What follows belongs to an exercise in optimizing a design on an open flow for small area; a production flow would make more cautious choices. Only simulation tests tie the RTL to the original design; equivalence was not proved.

==> v25 <==
==> flow/design.v <==
module regfile_wr_demux32 #(
    parameter int N_BITS   = 32,
    parameter int BYPASS   = 1,
    parameter int ZERO_REG = 1
) (
    input  logic              clk,
    input  logic              rst_n,
    input  logic              wr_en,
    input  logic [4:0]        wr_addr,
    input  logic [N_BITS-1:0] wr_data,
    input  logic [4:0]        rd_addr_a,
    input  logic [4:0]        rd_addr_b,
    output logic [N_BITS-1:0] rd_data_a,
    output logic [N_BITS-1:0] rd_data_b,
    output logic [31:0]       wr_strobe
);
    localparam int FIRST = (ZERO_REG != 0) ? 1 : 0;
    logic [N_BITS-1:0] regs_q [32];
    always_comb begin
        for (int i = 0; i < 32; i++) begin
            wr_strobe[i] = wr_en && (wr_addr == 5'(i));
        end
        if (ZERO_REG != 0) begin
            wr_strobe[0] = 1'b0;
        end
    end
    logic [31:0] row_we, row_hold;
    assign row_we   =  wr_strobe & {32{rst_n}};
    assign row_hold = ~wr_strobe & {32{rst_n}};
    always_ff @(posedge clk) begin
        for (int i = FIRST; i < 32; i++) begin
            regs_q[i] <= ({N_BITS{row_we[i]}} & wr_data)
                       | ({N_BITS{row_hold[i]}} & regs_q[i]);
        end
    end
    logic [31:0] dec_a, dec_b, sel_a, sel_b;
    always_comb begin
        for (int i = 0; i < 32; i++) begin
            dec_a[i] = (rd_addr_a == 5'(i));
            dec_b[i] = (rd_addr_b == 5'(i));
        end
    end
    assign sel_a[0] = (BYPASS != 0) && |(dec_a & wr_strobe);
    assign sel_b[0] = (BYPASS != 0) && |(dec_b & wr_strobe);
    assign sel_a[31:1] = (BYPASS != 0) ? (dec_a[31:1] & ~wr_strobe[31:1]) : dec_a[31:1];
    assign sel_b[31:1] = (BYPASS != 0) ? (dec_b[31:1] & ~wr_strobe[31:1]) : dec_b[31:1];
    for (genvar j = 0; j < N_BITS; j++) begin : g_col
        logic [31:0] col;
        assign col[0] = wr_data[j];
        for (genvar i = 1; i < 32; i++) begin : g_row
            assign col[i] = (i >= FIRST) ? regs_q[i][j] : 1'b0;
        end
        assign rd_data_a[j] = |(sel_a & col);
        assign rd_data_b[j] = |(sel_b & col);
    end
endmodule
==> flow/flow/run.sh <==
#!/bin/bash
# Own flow: the standard synthesis fixes the flip-flops (names and cells);
# gen_netlist.py then rewrites the combinational logic by hand, and the
# standard ORFS steps lay the result out, with a leaner clock tree and
# minimum-size port buffers.
set -euo pipefail
R=orfs/results/sky130hd/regfile_wr_demux32/base
bash standard.sh synth > 1_std_synth.log 2>&1
cp $R/1_2_yosys.v std_1_2_yosys.v
python3 flow/gen_netlist.py std_1_2_yosys.v > gen_1_2_yosys.v 2> gen_netlist.log
cp gen_1_2_yosys.v $R/1_2_yosys.v
rm -f $R/1_synth.odb $R/1_synth.sdc
bash standard.sh synth > 1_gen_synth_odb.log 2>&1
bash standard.sh \
  "CTS_ARGS=-sink_clustering_enable -repair_clock_nets -dont_use_dummy_load -buf_list {sky130_fd_sc_hd__clkbuf_4 sky130_fd_sc_hd__clkbuf_8}" \
  "BUFFER_PORTS_ARGS=-buffer_cell sky130_fd_sc_hd__buf_1" \
  finish > 2_standard_finish.log 2>&1
==> flow/flow/gen_netlist.py <==
#!/usr/bin/env python3
"""Hand-mapped gate netlist for regfile_wr_demux32 (sky130hd).

usage: gen_netlist.py STD_NETLIST > NETLIST

STD_NETLIST is the standard synthesis of the RTL; only its flip-flop instances
are taken from it (names and cell type are kept), all combinational logic is
written here:
  storage bit   d = a22o(we[i], wr_data[j], hold[i], q)
  read bit      32-term AND-OR: 10 x a222oi + a22oi, nand4/nand4/nand3, or3
"""
import re
import sys

P = "sky130_fd_sc_hd__"
std = open(sys.argv[1]).read()
ffs = re.findall(r"(sky130_fd_sc_hd__\w+)\s+(\\regs_q\[(\d+)\]\[(\d+)\]\$_DFF_P_)\s*\(", std)
assert len(ffs) == 31 * 32, len(ffs)
ff_cell = {}
for cell, name, i, j in ffs:
    ff_cell[(int(i), int(j))] = (cell, name)
assert set(ff_cell) == {(i, j) for i in range(1, 32) for j in range(32)}

out = []
wires = set()
cnt = [0]


def w(name):
    wires.add(name)
    return name


def g(cell, **pins):
    cnt[0] += 1
    conns = ", ".join(f".{p}({n})" for p, n in pins.items())
    out.append(f"  {P}{cell} g{cnt[0]} ({conns});")


def q(i, j):
    return f"\\regs_q[{i}][{j}] "


# Address literals.
def lits(prefix, bus, nbits):
    for k in range(nbits):
        g("inv_1", A=f"{bus}[{k}]", Y=w(f"{prefix}_n{k}"))


def lit(prefix, bus, k, v):
    return f"{bus}[{k}]" if v else f"{prefix}_n{k}"


lits("wa", "wr_addr", 5)
lits("ra", "rd_addr_a", 5)
lits("rb", "rd_addr_b", 5)
g("inv_1", A="rst_n", Y=w("rst"))

# Write predecode (active low).
for m in range(4):
    g("nand2_1", A=lit("wa", "wr_addr", 0, m & 1), B=lit("wa", "wr_addr", 1, m >> 1 & 1),
      Y=w(f"wlo_n{m}"))
for m in range(8):
    g("nand4_1", A="wr_en", B=lit("wa", "wr_addr", 2, m & 1),
      C=lit("wa", "wr_addr", 3, m >> 1 & 1), D=lit("wa", "wr_addr", 4, m >> 2 & 1),
      Y=w(f"whi_n{m}"))

g("conb_1", LO="wr_strobe[0]", HI=w("unused_hi"))
for i in range(1, 32):
    g("nor2_1", A=f"wlo_n{i & 3}", B=f"whi_n{i >> 2}", Y=f"wr_strobe[{i}]")
    g("nor3_1", A=f"wlo_n{i & 3}", B=f"whi_n{i >> 2}", C="rst", Y=w(f"we{i}"))
    g("nor2_1", A=f"wr_strobe[{i}]", B="rst", Y=w(f"hold{i}"))

# Storage.
for i in range(1, 32):
    for j in range(32):
        cell, name = ff_cell[(i, j)]
        g("a22o_1", A1=f"we{i}", A2=f"wr_data[{j}]", B1=f"hold{i}", B2=q(i, j),
          X=w(f"d_{i}_{j}"))
        out.append(f"  {cell} {name} (.CLK(clk), .D(d_{i}_{j}), .Q({q(i, j)}));")
        wires.add(q(i, j))

# Read ports.
for p, pre, bus in (("a", "ra", "rd_addr_a"), ("b", "rb", "rd_addr_b")):
    for m in range(4):
        g("nand2_1", A=lit(pre, bus, 0, m & 1), B=lit(pre, bus, 1, m >> 1 & 1),
          Y=w(f"{p}lo_n{m}"))
    for m in range(8):
        g("nand3_1", A=lit(pre, bus, 2, m & 1), B=lit(pre, bus, 3, m >> 1 & 1),
          C=lit(pre, bus, 4, m >> 2 & 1), Y=w(f"{p}hi_n{m}"))
    for i in range(1, 32):
        g("nor3_1", A=f"{p}lo_n{i & 3}", B=f"{p}hi_n{i >> 2}", C=f"wr_strobe[{i}]",
          Y=w(f"{p}sel{i}"))
    # Bypass: wr_en & wr_addr == rd_addr & rd_addr != 0.
    for k in range(5):
        g("xnor2_1", A=f"wr_addr[{k}]", B=f"{bus}[{k}]", Y=w(f"{p}eq{k}"))
    g("or2_1", A=f"{p}lo_n0", B=f"{p}hi_n0", X=w(f"{p}nz"))
    g("nand4_1", A=f"{p}eq0", B=f"{p}eq1", C=f"{p}eq2", D=f"{p}eq3", Y=w(f"{p}t1"))
    g("nand3_1", A=f"{p}eq4", B="wr_en", C=f"{p}nz", Y=w(f"{p}t2"))
    g("nor2_1", A=f"{p}t1", B=f"{p}t2", Y=w(f"{p}byp"))
    for j in range(32):
        terms = [(f"{p}sel{i}", q(i, j)) for i in range(1, 32)]
        terms.append((f"{p}byp", f"wr_data[{j}]"))
        ys = []
        k = 0
        while terms:
            y = w(f"{p}y_{j}_{k}")
            if len(terms) >= 3 and len(terms) != 4:
                (a1, a2), (b1, b2), (c1, c2) = terms[:3]
                terms = terms[3:]
                g("a222oi_1", A1=a1, A2=a2, B1=b1, B2=b2, C1=c1, C2=c2, Y=y)
            else:
                (a1, a2), (b1, b2) = terms[:2]
                terms = terms[2:]
                g("a22oi_1", A1=a1, A2=a2, B1=b1, B2=b2, Y=y)
            ys.append(y)
            k += 1
        assert len(ys) == 11
        zs = []
        for n, grp in enumerate((ys[0:4], ys[4:8], ys[8:11])):
            z = w(f"{p}z_{j}_{n}")
            if len(grp) == 4:
                g("nand4_1", A=grp[0], B=grp[1], C=grp[2], D=grp[3], Y=z)
            else:
                g("nand3_1", A=grp[0], B=grp[1], C=grp[2], Y=z)
            zs.append(z)
        g("or3_1", A=zs[0], B=zs[1], C=zs[2], X=f"rd_data_{p}[{j}]")

print("module regfile_wr_demux32 (clk, rst_n, wr_en, wr_addr, wr_data, rd_addr_a, rd_addr_b,")
print("  rd_data_a, rd_data_b, wr_strobe);")
print("  input clk;\n  input rst_n;\n  input wr_en;\n  input [4:0] wr_addr;\n  input [31:0] wr_data;")
print("  input [4:0] rd_addr_a;\n  input [4:0] rd_addr_b;")
print("  output [31:0] rd_data_a;\n  output [31:0] rd_data_b;\n  output [31:0] wr_strobe;")
for x in sorted(wires):
    print(f"  wire {x};")
print("\n".join(out))
print("endmodule")
==> flow/standard.sh <==
#!/bin/bash
# synth_recipe.tcl (not shown) runs the flow's synth.tcl, then flattens the netlist and writes it again
# the make line also repeats each setting of config.mk as NAME=value (left out here)
make -C /OpenROAD-flow-scripts/flow DESIGN_CONFIG=/design/flow/config.mk WORK_HOME=/design/flow/orfs CLKGATE_MAP_FILE= SYNTH_SCRIPT=/design/flow/synth_recipe.tcl "${@:-finish}"
==> flow/config.mk <==
export PLATFORM = sky130hd
export DESIGN_NAME = regfile_wr_demux32
export DESIGN_NICKNAME = regfile_wr_demux32
export VERILOG_FILES = /design/flow/design.v
export SDC_FILE = /design/flow/constraint.sdc
export NUM_CORES = 4
export LEC_CHECK = 0
export CAP_MARGIN = 5
export CORE_MARGIN = 2
export CORE_UTILIZATION = 55
export SLEW_MARGIN = 5
==> flow/constraint.sdc <==
create_clock -name core_clock -period 8.0 [get_ports {clk}]
set_input_delay 1.6000 -clock core_clock [delete_from_list [all_inputs] [get_ports {clk}]]
set_output_delay 1.6000 -clock core_clock [all_outputs]
set_load 0.01 [all_outputs]
==> v6: changes against v25 <==
--- a/flow/flow/run.sh
+++ b/flow/flow/run.sh
@@ -12,6 +12,6 @@
 rm -f $R/1_synth.odb $R/1_synth.sdc
 bash standard.sh synth > 1_gen_synth_odb.log 2>&1
 bash standard.sh \
-  "CTS_ARGS=-sink_clustering_enable -repair_clock_nets -dont_use_dummy_load -buf_list {sky130_fd_sc_hd__clkbuf_4 sky130_fd_sc_hd__clkbuf_8}" \
+  "CTS_ARGS=-sink_clustering_enable -repair_clock_nets -dont_use_dummy_load -buf_list {sky130_fd_sc_hd__clkbuf_8 sky130_fd_sc_hd__clkbuf_16} -sink_clustering_size 24 -sink_clustering_max_diameter 80" \
   "BUFFER_PORTS_ARGS=-buffer_cell sky130_fd_sc_hd__buf_1" \
   finish > 2_standard_finish.log 2>&1
--- a/flow/flow/gen_netlist.py
+++ b/flow/flow/gen_netlist.py
@@ -8,6 +8,7 @@
 written here:
   storage bit   d = a22o(we[i], wr_data[j], hold[i], q)
   read bit      32-term AND-OR: 10 x a222oi + a22oi, nand4/nand4/nand3, or3
+Row and select nets with 32 loads are driven by one small gate per half row.
 """
 import re
 import sys
@@ -37,6 +38,13 @@
     out.append(f"  {P}{cell} g{cnt[0]} ({conns});")
 
 
+HALVES = 2
+
+
+def half(j):
+    return j * HALVES // 32
+
+
 def q(i, j):
     return f"\\regs_q[{i}][{j}] "
 
@@ -56,50 +64,59 @@
 lits("rb", "rd_addr_b", 5)
 g("inv_1", A="rst_n", Y=w("rst"))
 
-# Write predecode (active low).
+# Write predecode, both polarities.
 for m in range(4):
     g("nand2_1", A=lit("wa", "wr_addr", 0, m & 1), B=lit("wa", "wr_addr", 1, m >> 1 & 1),
       Y=w(f"wlo_n{m}"))
+    g("inv_1", A=f"wlo_n{m}", Y=w(f"wlo{m}"))
 for m in range(8):
     g("nand4_1", A="wr_en", B=lit("wa", "wr_addr", 2, m & 1),
       C=lit("wa", "wr_addr", 3, m >> 1 & 1), D=lit("wa", "wr_addr", 4, m >> 2 & 1),
       Y=w(f"whi_n{m}"))
+    g("inv_1", A=f"whi_n{m}", Y=w(f"whi{m}"))
 
+# Row controls. Each high-fanout row net is driven by two gates, one per
+# half of the row, so that no buffer tree is needed.
 g("conb_1", LO="wr_strobe[0]", HI=w("unused_hi"))
 for i in range(1, 32):
     g("nor2_1", A=f"wlo_n{i & 3}", B=f"whi_n{i >> 2}", Y=f"wr_strobe[{i}]")
-    g("nor3_1", A=f"wlo_n{i & 3}", B=f"whi_n{i >> 2}", C="rst", Y=w(f"we{i}"))
-    g("nor2_1", A=f"wr_strobe[{i}]", B="rst", Y=w(f"hold{i}"))
+    g("nand2_1", A=f"wlo{i & 3}", B=f"whi{i >> 2}", Y=w(f"stb_n{i}"))
+    for h in range(HALVES):
+        g("nor2_1", A=f"stb_n{i}", B="rst", Y=w(f"we{i}_{h}"))
+        g("nor2_1", A=f"wr_strobe[{i}]", B="rst", Y=w(f"hold{i}_{h}"))
 
 # Storage.
 for i in range(1, 32):
     for j in range(32):
         cell, name = ff_cell[(i, j)]
-        g("a22o_1", A1=f"we{i}", A2=f"wr_data[{j}]", B1=f"hold{i}", B2=q(i, j),
+        h = half(j)
+        g("a22o_1", A1=f"we{i}_{h}", A2=f"wr_data[{j}]", B1=f"hold{i}_{h}", B2=q(i, j),
           X=w(f"d_{i}_{j}"))
         out.append(f"  {cell} {name} (.CLK(clk), .D(d_{i}_{j}), .Q({q(i, j)}));")
         wires.add(q(i, j))
 
 # Read ports.
 for p, pre, bus in (("a", "ra", "rd_addr_a"), ("b", "rb", "rd_addr_b")):
+    # Predecode (active high) from the complemented literals.
     for m in range(4):
-        g("nand2_1", A=lit(pre, bus, 0, m & 1), B=lit(pre, bus, 1, m >> 1 & 1),
-          Y=w(f"{p}lo_n{m}"))
+        g("nor2_1", A=lit(pre, bus, 0, 1 - (m & 1)), B=lit(pre, bus, 1, 1 - (m >> 1 & 1)),
+          Y=w(f"{p}lo{m}"))
     for m in range(8):
-        g("nand3_1", A=lit(pre, bus, 2, m & 1), B=lit(pre, bus, 3, m >> 1 & 1),
-          C=lit(pre, bus, 4, m >> 2 & 1), Y=w(f"{p}hi_n{m}"))
+        g("nor3_1", A=lit(pre, bus, 2, 1 - (m & 1)), B=lit(pre, bus, 3, 1 - (m >> 1 & 1)),
+          C=lit(pre, bus, 4, 1 - (m >> 2 & 1)), Y=w(f"{p}hi{m}"))
+    for i in range(0, 32):
+        g("nand2_1", A=f"{p}lo{i & 3}", B=f"{p}hi{i >> 2}", Y=w(f"{p}dec_n{i}"))
     for i in range(1, 32):
-        g("nor3_1", A=f"{p}lo_n{i & 3}", B=f"{p}hi_n{i >> 2}", C=f"wr_strobe[{i}]",
-          Y=w(f"{p}sel{i}"))
+        for h in range(HALVES):
+            g("nor2_1", A=f"{p}dec_n{i}", B=f"wr_strobe[{i}]", Y=w(f"{p}sel{i}_{h}"))
     # Bypass: wr_en & wr_addr == rd_addr & rd_addr != 0.
     for k in range(5):
         g("xnor2_1", A=f"wr_addr[{k}]", B=f"{bus}[{k}]", Y=w(f"{p}eq{k}"))
-    g("or2_1", A=f"{p}lo_n0", B=f"{p}hi_n0", X=w(f"{p}nz"))
     g("nand4_1", A=f"{p}eq0", B=f"{p}eq1", C=f"{p}eq2", D=f"{p}eq3", Y=w(f"{p}t1"))
-    g("nand3_1", A=f"{p}eq4", B="wr_en", C=f"{p}nz", Y=w(f"{p}t2"))
+    g("nand3_1", A=f"{p}eq4", B="wr_en", C=f"{p}dec_n0", Y=w(f"{p}t2"))
     g("nor2_1", A=f"{p}t1", B=f"{p}t2", Y=w(f"{p}byp"))
     for j in range(32):
-        terms = [(f"{p}sel{i}", q(i, j)) for i in range(1, 32)]
+        terms = [(f"{p}sel{i}_{half(j)}", q(i, j)) for i in range(1, 32)]
         terms.append((f"{p}byp", f"wr_data[{j}]"))
         ys = []
         k = 0
- CAP_MARGIN: 5 -> 35
- GPL_TIMING_DRIVEN: not set -> 0
- SLEW_MARGIN: 5 -> 35
==> qor.yml <==
outcome: "timing/DRC/antenna clean"
first_pass_iters: 16
inv_count: 28
powerDensity_mw_per_mm2: 190
multiInputGateArea_mm2: 0.0195
htreeDepth: 2
routed_via_density: 8.40
cts_root_buf: "clkbuf_16"
grt.total_usage_pct: 38.9
gp_congestion: 0.969
diodes: 4
rows: 97
multi_input_area_share_pct: 45.2
total_power_mw: 8.17
final-nonclk-buf-share_pct: 2.73
(the above is from v6)
==> qor.yml <==
outcome: "timing/DRC/antenna clean"
first_iter_violations: 13987
multiInputGateArea_mm2: 0.0188
grt_busiest_layer: "met2"
grt_setup_unrepaired: "no"
inv_count: 16
grt.total_usage_pct: 55.5
rows: 96
gp_congestion: 0.994
nNetsFinal: 3693
total_power_mw: 9.21
critPathBufInv: 3
multi_input_area_share_pct: 42.9
final-nonclk-buf-share_pct: 4.20
diodes: 13
first_pass_iters: 15
routed_via_density: 9.47
powerDensity_mw_per_mm2: 210
cts_root_buf: "clkbuf_8"
(the above is from v25)

-- port drivers added, routing unchanged --
How much do the figures lean on ideal ports? The routed layouts below were timed once more, with nothing changed but the port constraints. Step 1: set_driving_cell puts a clkbuf_16 on clk and a buf_2 on each other input, an assumption about the parent block. Step 2, shift: input delay + t, output delay - t, t = (earliest + latest rising clock arrival at the registers) / 2. This alone moves slack from input paths to output paths. Slacks: ideal ports / drivers / drivers and shift; pairs: ideal ports / drivers.
run	t (ns)	slack for setup (ns)	hold WS [ns]	latest minus earliest clock arrival (ns)	worst slew at a driven data input, ns
v25	0.877	0.923 / 0.891 / 0.891	0.502 / 0.502 / 0.502	0.093 / 0.093	0.10
v6	0.686	0.867 / 0.842 / 0.842	0.505 / 0.505 / 0.505	0.058 / 0.058	0.07
After both steps every run listed still meets setup and hold. The setup slack of v25, which loses most, moves by -0.032 ns with the drivers and by -0.032 ns with both steps.
